Context: an optimization exercise on an open-source flow, tuned for small area, a short achievable clock period and few clock cycles. The choices shown serve that exercise and are no tape-out recipe. Only simulation tests tie the RTL to the original design; equivalence was not proved. No activity file was given, so power comes from the tool's default toggle rates.

### flow/design.v
package rv_isa_pkg;
    typedef enum logic [6:0] {
        OPC_OP     = 7'b0110011,
        OPC_OP_IMM = 7'b0010011,
        OPC_LUI    = 7'b0110111,
        OPC_AUIPC  = 7'b0010111,
        OPC_BRANCH = 7'b1100011,
        OPC_JAL    = 7'b1101111,
        OPC_JALR   = 7'b1100111,
        OPC_LOAD   = 7'b0000011,
        OPC_STORE  = 7'b0100011
    } opcode_e;
    localparam logic [2:0] F3_ADD  = 3'b000;   
    localparam logic [2:0] F3_SLL  = 3'b001;
    localparam logic [2:0] F3_SLT  = 3'b010;
    localparam logic [2:0] F3_SLTU = 3'b011;
    localparam logic [2:0] F3_XOR  = 3'b100;
    localparam logic [2:0] F3_SR   = 3'b101;   
    localparam logic [2:0] F3_OR   = 3'b110;
    localparam logic [2:0] F3_AND  = 3'b111;
    localparam logic [2:0] F3_BEQ  = 3'b000;
    localparam logic [2:0] F3_BNE  = 3'b001;
    localparam logic [2:0] F3_BLT  = 3'b100;
    localparam logic [2:0] F3_BGE  = 3'b101;
    localparam logic [2:0] F3_BLTU = 3'b110;
    localparam logic [2:0] F3_BGEU = 3'b111;
    localparam logic [6:0] F7_ALT  = 7'b0100000;   
    typedef struct packed {
        logic [6:0] funct7;
        logic [4:0] rs2;
        logic [4:0] rs1;
        logic [2:0] funct3;
        logic [4:0] rd;
        opcode_e    opcode;
    } r_fmt_t;
    typedef struct packed {
        logic [11:0] imm;
        logic [4:0]  rs1;
        logic [2:0]  funct3;
        logic [4:0]  rd;
        opcode_e     opcode;
    } i_fmt_t;
    typedef struct packed {
        logic [6:0] imm_hi;
        logic [4:0] rs2;
        logic [4:0] rs1;
        logic [2:0] funct3;
        logic [4:0] imm_lo;
        opcode_e    opcode;
    } s_fmt_t;
    typedef struct packed {
        logic       imm12;
        logic [5:0] imm10_5;
        logic [4:0] rs2;
        logic [4:0] rs1;
        logic [2:0] funct3;
        logic [3:0] imm4_1;
        logic       imm11;
        opcode_e    opcode;
    } b_fmt_t;
    typedef struct packed {
        logic [19:0] imm;
        logic [4:0]  rd;
        opcode_e     opcode;
    } u_fmt_t;
    typedef struct packed {
        logic       imm20;
        logic [9:0] imm10_1;
        logic       imm11;
        logic [7:0] imm19_12;
        logic [4:0] rd;
        opcode_e    opcode;
    } j_fmt_t;
    typedef union packed {
        r_fmt_t r;
        i_fmt_t i;
        s_fmt_t s;
        b_fmt_t b;
        u_fmt_t u;
        j_fmt_t j;
    } instr_u;
endpackage
package core_pkg;
    typedef enum logic [2:0] {
        CL_ALU,
        CL_LUI,
        CL_AUIPC,
        CL_BRANCH,
        CL_JAL,
        CL_JALR,
        CL_NOP
    } op_class_e;
    typedef enum logic [3:0] {
        ALU_ADD,
        ALU_SUB,
        ALU_SLL,
        ALU_SLT,
        ALU_SLTU,
        ALU_XOR,
        ALU_SRL,
        ALU_SRA,
        ALU_OR,
        ALU_AND
    } alu_op_e;
    typedef struct packed {
        logic        valid;
        logic [31:0] pc;
        op_class_e   op_class;
        alu_op_e     alu_op;
        logic [31:0] rs1_val;
        logic [31:0] rs2_val;    
        logic [31:0] imm;        
        logic [4:0]  rd;
        logic [2:0]  br_funct;
    } dec_t;
endpackage
`timescale 1ns/1ps
module reg_file (
    input  logic                          clk,
    input  logic                          rst,
    input  logic [$clog2(32)-1:0] rs1_addr,
    input  logic [$clog2(32)-1:0] rs2_addr,
    input  logic                          we,
    input  logic [$clog2(32)-1:0] rd,
    input  logic [32-1:0]              data,
    output logic [32-1:0]              rs1_val,
    output logic [32-1:0]              rs2_val
);
    logic [32-1:0] regs [0:32-1];
    always_ff @(posedge clk) begin
        if (rst) begin
            for (int i = 0; i < 32; i++) begin
                regs[i] <= '0;
            end
        end else if (we && rd != '0) begin
            regs[rd] <= data;        
        end
    end
    assign rs1_val = regs[rs1_addr];
    assign rs2_val = regs[rs2_addr];
endmodule
`timescale 1ns/1ps
module fetch_unit (
    input  logic                           clk,
    input  logic                           rst,
    input  logic                           prog_we,
    input  logic [$clog2(32)-1:0] prog_addr,
    input  logic [32-1:0]               prog_data,
    input  logic                           start,
    input  logic                           redirect_valid,
    input  logic [32-1:0]               redirect_pc,
    output logic                           busy,
    output logic                           issue_valid,
    output logic [32-1:0]               issue_pc,
    output logic [32-1:0]               issue_instr
);
    localparam int AW    = $clog2(32);
    localparam int CNT_W = $clog2(5);
    logic [32-1:0] imem [0:32-1];
    logic [32-1:0] pc;         
    logic [CNT_W-1:0] pace_cnt;
    logic             issue_now;
    logic [32-1:0] fetch_pc;
    logic             in_range;
    assign issue_now = start || (busy && pace_cnt == CNT_W'(5 - 1));
    assign fetch_pc  = start ? '0 : pc;    
    assign in_range  = fetch_pc[32-1:2] < 32;
    always_ff @(posedge clk) begin
        if (rst) begin
            for (int i = 0; i < 32; i++) begin
                imem[i] <= '0;
            end
        end else if (prog_we && !busy) begin
            imem[prog_addr] <= prog_data;
        end
    end
    always_ff @(posedge clk) begin
        if (rst) begin
            busy        <= 1'b0;
            issue_valid <= 1'b0;
            pc          <= '0;
            pace_cnt    <= '0;
        end else begin
            issue_valid <= 1'b0;
            if (busy) begin
                pace_cnt <= pace_cnt + 1'b1;
            end
            if (redirect_valid) begin
                pc <= redirect_pc;        
            end
            if (issue_now) begin
                pace_cnt <= '0;
                if (in_range) begin
                    busy        <= 1'b1;
                    issue_valid <= 1'b1;
                    pc          <= fetch_pc + 4;
                end else begin
                    busy <= 1'b0;         
                end
            end
        end
    end
    always_ff @(posedge clk) begin
        if (issue_now && in_range) begin
            issue_pc    <= fetch_pc;
            issue_instr <= imem[fetch_pc[AW+1:2]];
        end
    end
endmodule
`timescale 1ns/1ps
module decode_unit (
    input  logic                          clk,
    input  logic                          rst,
    input  logic                          issue_valid,
    input  logic [32-1:0]              issue_pc,
    input  logic [32-1:0]              issue_instr,
    input  logic                          rf_we,
    input  logic [$clog2(32)-1:0] rf_rd,
    input  logic [32-1:0]              rf_data,
    output core_pkg::dec_t                dif
);
    core_pkg::op_class_e op_class;
    core_pkg::alu_op_e alu_op;
    logic [32-1:0] imm_ext;
    logic             use_imm;
    logic [32-1:0] rs1_val;
    logic [32-1:0] rs2_val;
    function automatic core_pkg::alu_op_e alu_decode(input logic [2:0] f3, input logic alt);
        core_pkg::alu_op_e op;
        case (f3)
            rv_isa_pkg::F3_ADD:  op = alt ? core_pkg::ALU_SUB : core_pkg::ALU_ADD;
            rv_isa_pkg::F3_SLL:  op = core_pkg::ALU_SLL;
            rv_isa_pkg::F3_SLT:  op = core_pkg::ALU_SLT;
            rv_isa_pkg::F3_SLTU: op = core_pkg::ALU_SLTU;
            rv_isa_pkg::F3_XOR:  op = core_pkg::ALU_XOR;
            rv_isa_pkg::F3_SR:   op = alt ? core_pkg::ALU_SRA : core_pkg::ALU_SRL;
            rv_isa_pkg::F3_OR:   op = core_pkg::ALU_OR;
            default: op = core_pkg::ALU_AND;
        endcase
        alu_decode = op;
    endfunction
    reg_file u_rf (
        .clk      (clk),
        .rst      (rst),
        .rs1_addr (issue_instr[19:15]),
        .rs2_addr (issue_instr[24:20]),
        .we       (rf_we),
        .rd       (rf_rd),
        .data     (rf_data),
        .rs1_val  (rs1_val),
        .rs2_val  (rs2_val)
    );
    always_comb begin
        op_class = core_pkg::CL_NOP;
        alu_op   = core_pkg::ALU_ADD;
        imm_ext  = '0;
        use_imm  = 1'b0;
        case (issue_instr[6:0])
            rv_isa_pkg::OPC_OP: begin
                op_class = core_pkg::CL_ALU;
                alu_op   = alu_decode(issue_instr[14:12], issue_instr[31:25] == rv_isa_pkg::F7_ALT);
            end
            rv_isa_pkg::OPC_OP_IMM: begin
                op_class = core_pkg::CL_ALU;
                use_imm  = 1'b1;
                alu_op   = alu_decode(issue_instr[14:12],
                    issue_instr[14:12] == rv_isa_pkg::F3_SR && issue_instr[31:25] == rv_isa_pkg::F7_ALT);
                imm_ext  = {{(32-12){issue_instr[31]}}, issue_instr[31:20]};
            end
            rv_isa_pkg::OPC_LUI, rv_isa_pkg::OPC_AUIPC: begin
                op_class = (issue_instr[6:0] == rv_isa_pkg::OPC_LUI) ? core_pkg::CL_LUI : core_pkg::CL_AUIPC;
                imm_ext  = {issue_instr[31:12], 12'b0};
            end
            rv_isa_pkg::OPC_BRANCH: begin
                op_class = core_pkg::CL_BRANCH;
                imm_ext  = {{(32-12){issue_instr[31]}}, issue_instr[7],
                    issue_instr[30:25], issue_instr[11:8], 1'b0};
            end
            rv_isa_pkg::OPC_JAL: begin
                op_class = core_pkg::CL_JAL;
                imm_ext  = {{(32-20){issue_instr[31]}}, issue_instr[19:12],
                    issue_instr[20], issue_instr[30:21], 1'b0};
            end
            rv_isa_pkg::OPC_JALR: begin
                op_class = core_pkg::CL_JALR;
                imm_ext  = {{(32-12){issue_instr[31]}}, issue_instr[31:20]};
            end
            rv_isa_pkg::OPC_LOAD, rv_isa_pkg::OPC_STORE: op_class = core_pkg::CL_NOP;    
            default:             op_class = core_pkg::CL_NOP;
        endcase
    end
    always_ff @(posedge clk) begin
        if (rst) begin
            dif.valid <= 1'b0;
        end else begin
            dif.valid <= issue_valid;
        end
    end
    always_ff @(posedge clk) begin
        if (issue_valid) begin
            dif.pc       <= issue_pc;
            dif.op_class <= op_class;
            dif.alu_op   <= alu_op;
            dif.rs1_val  <= rs1_val;
            dif.rs2_val  <= use_imm ? imm_ext : rs2_val;
            dif.imm      <= imm_ext;
            dif.rd       <= issue_instr[11:7];
            dif.br_funct <= issue_instr[14:12];
        end
    end
endmodule
`timescale 1ns/1ps
module execute_unit (
    input  logic                          clk,
    input  logic                          rst,
    input  core_pkg::dec_t                dif,
    output logic                          rf_we,
    output logic [$clog2(32)-1:0] rf_rd,
    output logic [32-1:0]              rf_data,
    output logic                          redirect_valid,
    output logic [32-1:0]              redirect_pc,
    output logic                          wb_valid,
    output logic [32-1:0]              wb_pc,
    output logic [$clog2(32)-1:0] wb_rd,
    output logic [32-1:0]              wb_data
);
    logic [4:0]       shamt;
    logic [32-1:0] alu_res;
    logic             br_take;
    logic [32-1:0] link;
    logic [32-1:0] result;
    logic [32-1:0] target;
    logic             writes;
    logic             take;
    assign shamt = dif.rs2_val[4:0];
    assign link  = dif.pc + 4;
    always_comb begin
        case (dif.alu_op)
            core_pkg::ALU_ADD:  alu_res = dif.rs1_val + dif.rs2_val;
            core_pkg::ALU_SUB:  alu_res = dif.rs1_val - dif.rs2_val;
            core_pkg::ALU_SLL:  alu_res = dif.rs1_val << shamt;
            core_pkg::ALU_SLT:  alu_res = {{(32-1){1'b0}},
                                 $signed(dif.rs1_val) < $signed(dif.rs2_val)};
            core_pkg::ALU_SLTU: alu_res = {{(32-1){1'b0}}, dif.rs1_val < dif.rs2_val};
            core_pkg::ALU_XOR:  alu_res = dif.rs1_val ^ dif.rs2_val;
            core_pkg::ALU_SRL:  alu_res = dif.rs1_val >> shamt;
            core_pkg::ALU_SRA:  alu_res = $unsigned($signed(dif.rs1_val) >>> shamt);
            core_pkg::ALU_OR:   alu_res = dif.rs1_val | dif.rs2_val;
            default:  alu_res = dif.rs1_val & dif.rs2_val;
        endcase
    end
    always_comb begin
        case (dif.br_funct)
            rv_isa_pkg::F3_BEQ:  br_take = dif.rs1_val == dif.rs2_val;
            rv_isa_pkg::F3_BNE:  br_take = dif.rs1_val != dif.rs2_val;
            rv_isa_pkg::F3_BLT:  br_take = $signed(dif.rs1_val) < $signed(dif.rs2_val);
            rv_isa_pkg::F3_BGE:  br_take = $signed(dif.rs1_val) >= $signed(dif.rs2_val);
            rv_isa_pkg::F3_BLTU: br_take = dif.rs1_val < dif.rs2_val;
            rv_isa_pkg::F3_BGEU: br_take = dif.rs1_val >= dif.rs2_val;
            default: br_take = 1'b0;    
        endcase
    end
    always_comb begin
        result = alu_res;
        target = dif.pc + dif.imm;
        writes = 1'b0;
        take   = 1'b0;
        case (dif.op_class)
            core_pkg::CL_ALU:    writes = 1'b1;
            core_pkg::CL_LUI: begin
                result = dif.imm;
                writes = 1'b1;
            end
            core_pkg::CL_AUIPC: begin
                result = dif.pc + dif.imm;
                writes = 1'b1;
            end
            core_pkg::CL_BRANCH: take = br_take;
            core_pkg::CL_JAL: begin
                result = link;
                writes = 1'b1;
                take   = 1'b1;
            end
            core_pkg::CL_JALR: begin
                result = link;
                target = (dif.rs1_val + dif.imm) & {{(32-1){1'b1}}, 1'b0};
                writes = 1'b1;
                take   = 1'b1;
            end
            default: ;
        endcase
    end
    always_ff @(posedge clk) begin
        if (rst) begin
            wb_valid       <= 1'b0;
            redirect_valid <= 1'b0;
        end else begin
            wb_valid       <= dif.valid && writes && dif.rd != '0;
            redirect_valid <= dif.valid && take;
        end
    end
    always_ff @(posedge clk) begin
        if (dif.valid) begin
            wb_pc       <= dif.pc;
            wb_rd       <= dif.rd;
            wb_data     <= result;
            redirect_pc <= target;
        end
    end
    assign rf_we   = wb_valid;
    assign rf_rd   = wb_rd;
    assign rf_data = wb_data;
endmodule
`timescale 1ns/1ps
module rv_core_top (
    input  logic                          clk,
    input  logic                          rst,
    input  logic                          prog_we,
    input  logic [$clog2(32)-1:0] prog_addr,
    input  logic [32-1:0]              prog_data,
    input  logic                          start,
    output logic                          busy,
    output logic                          wb_valid,
    output logic [32-1:0]              wb_pc,
    output logic [$clog2(32)-1:0] wb_rd,
    output logic [32-1:0]              wb_data
);
    logic                          issue_valid;
    logic [32-1:0]              issue_pc;
    logic [32-1:0]              issue_instr;
    logic                          redirect_valid;
    logic [32-1:0]              redirect_pc;
    logic                          rf_we;
    logic [$clog2(32)-1:0] rf_rd;
    logic [32-1:0]              rf_data;
    core_pkg::dec_t                dif;
    fetch_unit u_fetch (
        .clk            (clk),
        .rst            (rst),
        .prog_we        (prog_we),
        .prog_addr      (prog_addr),
        .prog_data      (prog_data),
        .start          (start),
        .redirect_valid (redirect_valid),
        .redirect_pc    (redirect_pc),
        .busy           (busy),
        .issue_valid    (issue_valid),
        .issue_pc       (issue_pc),
        .issue_instr    (issue_instr)
    );
    decode_unit u_decode (
        .clk         (clk),
        .rst         (rst),
        .issue_valid (issue_valid),
        .issue_pc    (issue_pc),
        .issue_instr (issue_instr),
        .rf_we       (rf_we),
        .rf_rd       (rf_rd),
        .rf_data     (rf_data),
        .dif         (dif)
    );
    execute_unit u_execute (
        .clk            (clk),
        .rst            (rst),
        .dif            (dif),
        .rf_we          (rf_we),
        .rf_rd          (rf_rd),
        .rf_data        (rf_data),
        .redirect_valid (redirect_valid),
        .redirect_pc    (redirect_pc),
        .wb_valid       (wb_valid),
        .wb_pc          (wb_pc),
        .wb_rd          (wb_rd),
        .wb_data        (wb_data)
    );
endmodule
### flow/run.sh
#!/bin/bash
# synth_recipe.tcl (not shown) runs the flow's synth.tcl, then flattens the netlist and writes it again
# the make line also repeats each setting of config.mk as NAME=value (left out here)
make -C /OpenROAD-flow-scripts/flow DESIGN_CONFIG=/design/flow/config.mk WORK_HOME=/design/flow/orfs CLKGATE_MAP_FILE= SYNTH_SCRIPT=/design/flow/synth_recipe.tcl finish
### flow/config.mk
export PLATFORM = sky130hd
export DESIGN_NAME = rv_core_top
export DESIGN_NICKNAME = rv_core_top
export VERILOG_FILES = /design/flow/design.v
export SDC_FILE = /design/flow/constraint.sdc
export NUM_CORES = 4
export LEC_CHECK = 0
export CAP_MARGIN = 20
export CORE_MARGIN = 2
export CORE_UTILIZATION = 40
export SLEW_MARGIN = 20
### flow/constraint.sdc
create_clock -name core_clock -period 12.0 [get_ports {clk}]
set_input_delay 2.4000 -clock core_clock [delete_from_list [all_inputs] [get_ports {clk}]]
set_output_delay 2.4000 -clock core_clock [all_outputs]
set_load 0.01 [all_outputs]
==> run notes <==
==> Yosys cell counts (18+ instances only) <==
cell,count
sky130_fd_sc_hd__a211oi_1,110
sky130_fd_sc_hd__a21o_1,60
sky130_fd_sc_hd__a21oi_1,290
sky130_fd_sc_hd__a221oi_1,82
sky130_fd_sc_hd__a22oi_1,20
sky130_fd_sc_hd__a311oi_1,72
sky130_fd_sc_hd__a31oi_1,123
sky130_fd_sc_hd__a32oi_1,37
sky130_fd_sc_hd__and2_1,2036
sky130_fd_sc_hd__and3_1,26
sky130_fd_sc_hd__buf_1,111
sky130_fd_sc_hd__buf_2,19
sky130_fd_sc_hd__clkbuf_1,749
sky130_fd_sc_hd__dfxtp_1,40
sky130_fd_sc_hd__edfxtp_1,2356
sky130_fd_sc_hd__ha_1,162
sky130_fd_sc_hd__inv_1,129
sky130_fd_sc_hd__mux2_2,172
sky130_fd_sc_hd__mux2i_1,249
sky130_fd_sc_hd__mux4_2,682
sky130_fd_sc_hd__nand2_1,608
sky130_fd_sc_hd__nand3_1,152
sky130_fd_sc_hd__nand4_1,26
sky130_fd_sc_hd__nor2_1,366
sky130_fd_sc_hd__nor2b_1,132
sky130_fd_sc_hd__nor3_1,52
sky130_fd_sc_hd__nor4_1,18
sky130_fd_sc_hd__o211ai_1,22
sky130_fd_sc_hd__o21a_1,22
sky130_fd_sc_hd__o21ai_0,310
sky130_fd_sc_hd__o21bai_1,27
sky130_fd_sc_hd__o221ai_1,26
sky130_fd_sc_hd__or2_2,74
sky130_fd_sc_hd__xnor2_1,62
sky130_fd_sc_hd__xor2_1,30
==> worst max-delay path by stage <==
| stage | endpoint | slack, ps | cells after the start |
|---|---|---|---|
| after floorplan | u_fetch.pc[3]$_SDFF_PP0_ | 6200 | 9 |
| after global placement | u_fetch.issue_instr[6]$_DFFE_PP_ | 4960 | 10 |
| after detailed placement | u_fetch.issue_instr[29]$_DFFE_PP_ | 4890 | 10 |
| after CTS | u_fetch.issue_instr[29]$_DFFE_PP_ | 5820 | 10 |
| after global routing | u_fetch.issue_instr[29]$_DFFE_PP_ | 5520 | 10 |
| final | u_fetch.issue_instr[6]$_DFFE_PP_ | 5730 | 10 |
==> layer usage <==
| metal | vias to the layer above | GRT usage | share of wire | wire (µm) |
|---|---|---|---|---|
| li1 | 35800 | - | - | - |
| met5 | - | 0 | 0.00011 | 50 |
| met3 | 804 | 0.0405 | 0.082 | 35700 |
| met2 | 4259 | 0.426 | 0.47 | 205000 |
| met1 | 43400 | 0.355 | 0.40 | 173000 |
| met4 | 8 | 0.115 | 0.049 | 21300 |
==> through the flow <==
step	util	power (mW)	cells	area, µm²
floorplan	-	11.8	9722	127000
global placement	0.420	13.0	13400	132000
detailed placement	0.420	13.0	13400	132000
CTS	0.448	21.3	13900	141000
global route	0.448	21.8	13900	141000
finish	0.448	21.2	13900	141000
==> final cells by class <==
| type | count | area, µm² | share of cell area |
|---|---|---|---|
| clock inverters | 148 | 1330 | 0.00940 |
| well taps | 4160 | 5200 | 0.0368 |
| multi-input cells | 6310 | 51900 | 0.367 |
| flip-flops and latches | 2396 | 71600 | 0.506 |
| diodes | 9 | 22.5 | 0.000159 |
| repair buffers | 381 | 3370 | 0.0239 |
| clock buffers | 352 | 7400 | 0.0524 |
| inverters | 132 | 505 | 0.00358 |
==> power by group through the flow <==
stage          Clock (mW)  Combinational (mW)  Sequential [mW]
2_1_floorplan           0                1.95             9.82
3_3_place_gp            0                3.08             9.92
3_5_place_dp            0                3.10             9.94
4_1_cts              8.39                3.11             9.76
5_1_grt              8.72                3.28             9.79
6_report             8.30                3.14             9.77
==> critical path: stages <==
cell	delay, ps
sky130_fd_sc_hd__buf_4	240
sky130_fd_sc_hd__clkinv_1	80
sky130_fd_sc_hd__buf_4	270
sky130_fd_sc_hd__nand2_4	440
sky130_fd_sc_hd__inv_8	910
sky130_fd_sc_hd__buf_4	990
sky130_fd_sc_hd__mux2i_1	260
sky130_fd_sc_hd__o21ai_0	110
sky130_fd_sc_hd__a311oi_1	880
sky130_fd_sc_hd__a31oi_1	90
==> registers in the layout (all words and copies together) (netlist names) <==
| name | flops |
|---|---|
| u_fetch.pc | 32 |
| u_execute.redirect_pc | 32 |
| u_execute.redirect_valid | 1 |
| u_fetch.issue_instr | 32 |
| u_execute.wb_data | 32 |
| u_fetch.issue_pc | 32 |
| u_execute.wb_rd | 5 |
| u_fetch.pace_cnt | 3 |
| u_execute.wb_pc | 32 |
| u_fetch.issue_valid | 1 |
| u_fetch.busy | 1 |
| u_fetch.imem | 1024 |
| u_decode.u_rf.regs | 1024 |
| u_execute.wb_valid | 1 |
| u_decode.dif | 144 |
==> logic make-up (layout without fill, tap and decap cells) <==
| group | after synthesis | count (layout) | share of synthesized area |
|---|---|---|---|
| and+or+nand+nor | 3553 | 3553 | 0.155 |
| muxes | 1103 | 1103 | 0.156 |
| other | 1 | 41 | 0.0000296 |
| xor gates and xnor gates | 92 | 92 | 0.00635 |
| AOI/OAI and AO/OA | 1364 | 1364 | 0.0718 |
| DFF | 2396 | 2396 | 0.564 |
| adders and majority gates | 166 | 166 | 0.0166 |
| buffers and inverters | 1016 | 1013 | 0.0304 |
==> impl.org <==
** Outcome
- Result of the run :: complete, no violations

** Worst setup path
- The startpoint identified for the worst register-to-register timing path is u_decode.dif[42]$_DFFE_PP_.
- The worst setup path is captured at a flip-flop.
- Startpoint type of the worst setup path :: input pin
- The critical path in this run is classified as in2reg.
- The worst register-to-register path ends at u_execute.wb_data[31]$_DFFE_PP_.
- The most critical setup path has its startpoint at start.
- Worst-case reg-to-reg path depth :: 13
- Reg2Reg Setup Slack :: approximately 6400 ps
- Worst endpoint required time :: between 10000 and 15000 ps
- Endpoint arrival time on the critical path :: 6840 ps
- In this run the worst path has a maximum fanout of 134.

** Global route
- The first global-routing pass estimated 617000 µm of wire.
- Antenna violations before repair :: 29
- Largest net degree at the start of global routing :: about 140
- The via count of the first global-routing pass was 82600.
- Final global-route overflow total :: 0
- For this run, the total global-route usage over all layers was measured as 0.265.

** Placement
- The wire-length estimate of the detail-placed layout is approximately 270000 µm.
- Timing analysis after detailed placement gives a worst setup slack of 4890 ps.
- Count of buffers from port buffering :: 111
- RePlAce Congestion :: 0.949

** STA
- Total negative setup slack :: 0 ps
- Part of the cycle the worst path needs :: 0.522
- Remaining max-slew budget at the tightest pin :: 0.219
- Time the final worst path needs with I/O delays and setup :: 6270 ps
- At the pin with the least slew margin, the transition time is ~1200 ps.
- Based on the critical path, the design can be clocked at up to 160 MHz.
- Final critical-path setup slack :: 5730 ps
- Total count of max-transition violations in the final report :: 0
- Setup clock skew after layout :: between 70 and 80 ps
- Final-report hold violation count :: 0
- Setup violations remaining at the end of the flow were counted as 0.
- RSZ-0062 raised after global routing :: false
- Worst Hold Slack :: approximately 410 ps

** Route
- Summed over all layers, the routed wires come to 436000 µm.
- First-iteration detailed-routing DRC count :: 11300
- Router iterations before antenna repair :: 7
- Vias :: 84200
- Final routed wire length divided by cell count :: 31.4 µm
- Average vias per placed instance :: between 6 and 7
- Post-detailed-route DRC marker count :: 0
- In this run the remaining antenna-violating nets after routing total 0.

** Finish
- The library cells used most frequently in the layout, excluding fill and tap cells, are 2356 x sky130_fd_sc_hd__edfxtp_1, 2036 x sky130_fd_sc_hd__and2_1, 682 x sky130_fd_sc_hd__mux4_2.
- The library cell used most frequently in the layout, excluding fill and tap cells, is sky130_fd_sc_hd__edfxtp_1.
- After filler insertion, the fill cell instance count of the layout stands at 28000.
- For this run, the post-layout net count is slightly below 10000.
- Of the cells placed in the final design, the portion with a size suffix greater than 1 is 0.173.
- Compared with the post-synthesis result, the final layout area differs by 11.5%.

** Hold path
- The worst hold path terminates at u_decode.dif[132]$_DFFE_PP_.
- The startpoint identified for the worst hold timing path is u_fetch.issue_pc[21]$_DFFE_PP_.
- Classification of the worst-slack hold path :: reg2reg
- The worst hold path passes through 0 cells.

** Power and ir drop
- Combinational power share :: 0.148
- Fraction of power spent switching nets :: 0.272
- Reg power frac :: 0.461
- In this run the static leakage power is 50.6 nW.
- Highest ir drop seen on vdd :: 0.107 mV
- For this design the ratio of total power to cell area is 150 nW/µm².
- Switching power :: 5.76 mW
- Part of the total power dissipated in the clock network :: 0.391
- Internal Dissipation :: 15.4 mW

** Floorplan
- The floorplan step defined a die boundary enclosing 322000 µm².
- The initialized floorplan defines 206 standard-cell rows.
- The die is ~570 µm tall.
- For this configuration, the core starts out at a cell density of 0.402.
- In this run the horizontal extent of the chip is 567 µm.
- roughly 110 I/O pins were placed.
- Area inside the core boundary :: 315000 µm²

** CTS
- After clock tree synthesis, the repair step resized 0 gates.
- The clock passes through at most 4 buffers.
- Counting the buffers created by CTS gives 276.
- Clock tree synthesis selected as its root buffer the cell sky130_fd_sc_hd__clkbuf_16.
- For this design, the sink count on the clock tree is approximately 2400.
- TritonCTS clock tree :: built
- Clock transition at path regs :: roughly 60 ps
- Clock insertion delay at the later pin of the skew report :: roughly 900 ps
- In this run the post-CTS setup repair buffer count came out at 0.
- Hold repair after CTS inserted 0 buffers.
- In this run the number of H-tree levels came out at 5.

** Synthesis
- Total of flip-flops plus latches after synthesis :: 2396
- In this run, distinct cell masters in the synthesized netlist total 88.
- Share of async-settable or async-resettable flops after synthesis :: 0
- By area the synthesized netlist is led by sky130_fd_sc_hd__edfxtp_1 56%, sky130_fd_sc_hd__mux4_2 12%, sky130_fd_sc_hd__and2_1 10%, sky130_fd_sc_hd__clkbuf_1 2.2%, sky130_fd_sc_hd__mux2i_1 2.0%.
- The synthesized design contains 2356 enable-type register cells.
- Primary flip-flop cell chosen by synthesis mapping :: sky130_fd_sc_hd__edfxtp_1
- Dividing the synthesized area by the synthesized cell count gives 13.1 µm².
- For this run, the number of Yosys warnings is 4.
- Share of the synthesized area in the top cell type :: 0.558
- Cell type with the highest aggregate area in the netlist :: sky130_fd_sc_hd__edfxtp_1
- Mapped Area :: 127000 µm²
- Sequential fraction of the synthesis area :: 0.564
- Gate count of the mapped netlist :: just under 10000

** Run
- Max Cap Viol :: 0
Testbench counts, summed over its fixed seeds: cycles 67,175.

-- port drivers added, routing unchanged --
The flow's constraints put no driver on any port. The routed layout listed below was extracted and timed again, unchanged, in two steps. Step 1 (the two cells are an assumption about what drives the block):
set clk [get_ports {clk}]
set_driving_cell -lib_cell sky130_fd_sc_hd__clkbuf_16 $clk
set_driving_cell -lib_cell sky130_fd_sc_hd__buf_2 [delete_from_list [all_inputs] $clk]
Step 2 times the ports against the registers' clock, not the clock port: input delays grow and output delays shrink by t, the midpoint of the rising clock arrivals with the driver on. Three values: ideal, step 1, step 2; two values: the first two.
t (ns): 0.961
setup WS [ns]: 5.731 / 5.776 / 4.815
worst hold slack (ns): 0.413 / 0.413 / 0.413
After both steps setup and hold are still met in this run. For this run, drivers alone change the setup slack by +0.045 ns; drivers and shift together by -0.916 ns.
